Context: an optimization exercise on an open-source flow, tuned for small area and a short achievable clock period. The choices shown serve that exercise and are no tape-out recipe.
Where RTL was checked, it was by simulation tests only, not by an equivalence proof against the original.
The flow treats the clock pin as an ideal source. Dropping or thinning the clock tree relies on that and would not hold on a real chip.
No activity file was given, so power comes from the tool's default toggle rates.

## video_frame_top
module video_frame_top
(
   input  logic   clk,
   input  logic   arst_n,
   input  video_pkg::mode_t  mode,
   input  logic   cam_valid,
   input  logic   cam_frame_start,
   input  video_pkg::pixel_t cam_pixel,
   input  logic   copy_start,
   output logic   copy_done,
   output video_pkg::pixel_t vid_pixel,
   output logic   vid_hsync,
   output logic   vid_vsync,
   output logic   vid_blank
);
Size: roughly 2300 flip-flops, ~27 I/O pins, roughly 55000 µm² of cells after synthesis.
clock: 3.5 ns
lec_check: 0
cap_margin: 20
core_margin: 2
core_utilization: 65
cts_cluster_diameter: 80
cts_cluster_size: 32
place_density: 0.75
setup_slack_margin: 1.6
slew_margin: 20
run.sh (not shown) runs the stock make flow with config.mk's settings and CLKGATE_MAP_FILE= SYNTH_SCRIPT=/design/flow/synth_recipe.tcl, a recipe that flattens the netlist after the stock synthesis.
Next try:
--- a/flow/design.v
+++ b/flow/design.v
@@ -74,49 +74,46 @@
          sel_data <= next_hwin && next_vwin && mode_q[0];
          sel_fill <= !(next_vblank || next_hblank) && !(next_hwin && next_vwin);
          mode_q   <= mode;
       end
    end
    logic [6:0] wr_ptr;
    logic [6:0] this_addr;
    logic [3:0] wslot_idx;
-   logic [3:0] phc;       
    logic [7:0] wdat, wdat_n;
    logic [2:0] wtag;
    logic [3:0] wx;
    logic       wr0;       
    logic       wrw;       
    logic [15:0] wslot;
-   logic [7:0] tap;
+   logic [7:0] rd_q;
    logic       active;
    logic       cam_store;
    assign this_addr = cam_frame_start ? '0 : wr_ptr;
    assign cam_store = cam_valid && (mode == video_pkg::mode_view);
-   assign wslot_idx = this_addr[3:0] + phc;
-   always_ff @(posedge clk or negedge arst_n) begin
-      if (!arst_n) begin
-         phc    <= 4'd6;
+   assign wslot_idx = this_addr[3:0] - hcount[3:0] - 4'd11;
+   always_ff @(posedge clk or negedge arst_n) begin
+      if (!arst_n) begin
          wr_ptr <= '0;
          wr0    <= 1'b0;
          wrw    <= 1'b0;
       end else begin
-         phc <= phc - 1'b1;
          if (cam_valid) begin
             wr_ptr <= this_addr + 1'b1;
          end else if (cam_frame_start) begin
             wr_ptr <= '0;
          end
          wr0 <= cam_store && (this_addr[6:4] == 3'd0);
          wrw <= cam_store && (this_addr[6:4] != 3'd0);
       end
    end
    always_ff @(posedge clk) begin
-      wdat   <= active ? tap : cam_pixel;
-      wdat_n <= active ? ~tap : ~cam_pixel;
+      wdat   <= active ? rd_q : cam_pixel;
+      wdat_n <= active ? ~rd_q : ~cam_pixel;
       wtag   <= this_addr[6:4];
       wx     <= this_addr[3:0];
       for (int s = 0; s < 16; s++) begin
          wslot[s] <= (wslot_idx == 4'(s));
       end
    end
    logic [8:0] cnt;
    logic [2:0] crow;
@@ -171,17 +168,17 @@
    always_comb begin
       for (int j = 0; j < 16; j++) begin
          wh_in[j] = (wrw && wslot[j]) || (j == 15 && ld);
       end
    end
    assign xl_n   = wrw ? wx : xl;
    assign rl_n   = wrw ? wtag : rl;
    assign rlm_n  = wrw ? wtag - 3'd1 : rlm;
-   assign xc_n   = ~phc;   
+   assign xc_n   = hcount[3:0] + 4'd10;
    assign ctag_n = (xc_n <= xl_n) ? rl_n : rlm_n;
    always_ff @(posedge clk or negedge arst_n) begin
       if (!arst_n) begin
          wh_v <= '0;
       end else begin
          for (int j = 0; j < 15; j++) begin
             wh_v[j] <= (wrw && wslot[j]) || wh_v[j+1];
          end
@@ -197,18 +194,18 @@
          end
       end
       xl  <= xl_n;
       rl  <= rl_n;
       rlm <= rlm_n;
       for (int r = 1; r < 8; r++) begin
          ctag[r] <= (ctag_n == 3'(r));
       end
-      bsel  <= {phc[2:0], 1'b1};   
-      cdata <= ~wh_d[bsel];
+      bsel  <= 4'd12 - {hcount[2:0], 1'b0};
+      cdata <= wh_d[bsel];
    end
    logic [7:0] b0 [8][16];
    logic [7:0] b1 [8][16];
    always_ff @(posedge clk) begin
       for (int j = 0; j < 16; j++) begin
          if (wr0 && wslot[j]) begin
             b0[0][j] <= (j % 2 == 1) ? ~wdat : ~wdat_n;
          end else begin
@@ -228,28 +225,28 @@
          b1[r][15] <= we1[r] ? cdata : b1[r][0];
       end
    end
    logic [2:0] rsel;
    logic       bsel1;
    always_ff @(posedge clk) begin
       rsel  <= active ? crow : (vcount[2:0] ^ 3'd4);
       bsel1 <= !active && (mode_q == video_pkg::mode_result);
-   end
-   assign tap = bsel1 ? b1[rsel][0] : b0[rsel][0];
+      rd_q  <= bsel1 ? b1[rsel][0] : b0[rsel][0];
+   end
    logic vid_hsync_n, vid_vsync_n, vid_blank_n;
    assign vid_hsync = ~vid_hsync_n;
    assign vid_vsync = ~vid_vsync_n;
    assign vid_blank = ~vid_blank_n;
    always_ff @(posedge clk or negedge arst_n) begin
       if (!arst_n) begin
          vid_pixel   <= '0;
          vid_hsync_n <= 1'b0;
          vid_vsync_n <= 1'b0;
          vid_blank_n <= 1'b0;
       end else begin
          vid_hsync_n <= ~hsync;
          vid_vsync_n <= ~vsync;
          vid_blank_n <= ~blank;
-         vid_pixel <= sel_data ? tap : {sel_fill, 7'd0};
+         vid_pixel <= sel_data ? rd_q : {sel_fill, 7'd0};
       end
    end
 endmodule
The changed run produced a clean layout.
Final cell count hardly moves.
Count of clock-buffer cells in the layout went down by 2.
Wire length went down by 4.1%.
Synthesized area is about the same.
Worst hold slack gets better by 0.036 ns.
No functional check of the RTL was part of any run of this note.

========
== the baseline ==
Another version of the RTL of video_frame_top (not shown whole).
For scale: ~3400 cells after synthesis, roughly 2300 flip-flops, ~27 I/O pins, ~55000 um^2 of cells after synthesis.
==> flow/config.mk <==
export PLATFORM = sky130hd
export DESIGN_NAME = video_frame_top
export DESIGN_NICKNAME = video_frame_top
export VERILOG_FILES = /design/flow/design.v
export SDC_FILE = /design/flow/constraint.sdc
export NUM_CORES = 4
export LEC_CHECK = 0
export CAP_MARGIN = 20
export CORE_MARGIN = 2
export CORE_UTILIZATION = 65
export PLACE_DENSITY = 0.75
export SETUP_SLACK_MARGIN = 1.75
export SLEW_MARGIN = 20
==> flow/constraint.sdc <==
create_clock -name core_clock -period 3.5 [get_ports {clk}]
set_input_delay 0.7000 -clock core_clock [delete_from_list [all_inputs] [get_ports {clk}]]
set_output_delay 0.7000 -clock core_clock [all_outputs]
set_load 0.01 [all_outputs]
standard.sh (not shown) runs the stock make flow with config.mk's settings and CLKGATE_MAP_FILE= SYNTH_SCRIPT=/design/flow/synth_recipe.tcl, a recipe that flattens the netlist after the stock synthesis.
==> flow/flow/run.sh <==
#!/bin/bash
# Standard layout with two extra steps:
#  - before CTS, a hand-built two-level clock tree (flow/pre_cts.tcl)
#    replaces TritonCTS; the rest of the CTS step (legalisation, setup and
#    hold repair) runs as usual;
#  - before detailed placement, each output port's register (and the
#    inverter after it, if any) is moved next to the port's output buffer.
set -euo pipefail
here=$(pwd)
export PRE_DETAIL_PLACE_TCL="$here/flow/out_regs.tcl"
export PRE_CTS_TCL="$here/flow/pre_cts.tcl"
bash standard.sh > "$here/standard.log" 2>&1
Other scripts of this flow, unchanged in this note and not shown: flow/flow/manual_cts.tcl, flow/flow/out_regs.tcl, flow/flow/pre_cts.tcl
The baseline | stages: all done | timing, DRC, antenna: all pass
diff inputs: the baseline => the candidate
-- flow/design.v --
<<< the baseline, line 215
         ctag[r] <= (ctag_n == 3'(r));
      end
      bsel  <= {phc[2:0] + 3'd1, 1'b1};   
   end
   assign cdata = ~wh_d[bsel];
   logic [7:0] b0 [8][16];
   logic [7:0] b1 [8][16];
>>> the candidate, line 215
         ctag[r] <= (ctag_n == 3'(r));
      end
      bsel  <= {phc[2:0] + 3'd1, 1'b0};   
      cdata <= wh_d[bsel];
   end
   logic [7:0] b0 [8][16];
   logic [7:0] b1 [8][16];
Findings:
- Of the baseline and the candidate, the run reporting the lower hold slack was the candidate.
- Against the baseline as the reference, the candidate delivers a lower area taken by multi-input logic gates.
- Going from the baseline to the candidate, the data arrival time of the critical path was found to have gone down by 1180 ps.
- Per the comparison of the candidate with the baseline, combinational power share moved down; final critical-path required period has decreased.
- The candidate vs the baseline: multiplexer fraction of the synthesized cell area up
- Starting density of the core, the baseline and the candidate: higher on the candidate
- [compare] base=the baseline new=the candidate: total routed wire length on the met1 layer now sits lower, final cell utilization of the core fell by 0.22 points.
- Of the baseline and the candidate, the candidate shows the higher number of synthesized register bits, with the baseline below it.
- Delta (the candidate minus the baseline): final worst-path setup slack up 76 ps; sequential share of cell area up 0.51 points; average wire length per cell after detail routing up 0.46%; power after layout down about 1.2%.
Only the layout flow was run in the baseline; the RTL was not checked for function there. No run of this note takes its clock network from TritonCTS; it comes from the design's own scripts or RTL.

separate check: timing with driven ports:
No port has a modelled driver above. Below, the same layouts with a new extraction and two added sets of constraints.
Step 1, drivers: a clkbuf_16 drives clk and a buf_2 each remaining input, both assumed.
Step 2, shift: input delay + t, output delay - t, t = (earliest + latest rising clock arrival at the registers) / 2. This alone moves slack from input paths to output paths.
Slacks: ideal / step 1 / step 2; pairs: ideal / step 1.
| run | t (ns) | setup WS [ns] | worst data-port slew with drivers (ns) |
|---|---|---|---|
| the first run of note 1 | 0.734 | 1.381 / 1.317 / 0.972 | 0.04 |
| the second run of note 1 | 0.750 | 1.220 / 1.220 / 0.528 | 0.05 |
| the baseline | 0.682 | 1.640 / 1.562 / 1.336 | 0.05 |
| the candidate | 0.668 | 1.716 / 1.580 / 1.241 | 0.04 |
After both steps every run listed still meets setup and hold. The setup slack of the second run of note 1, which loses most, moves by 0.000 ns with the drivers and by -0.692 ns with both steps.
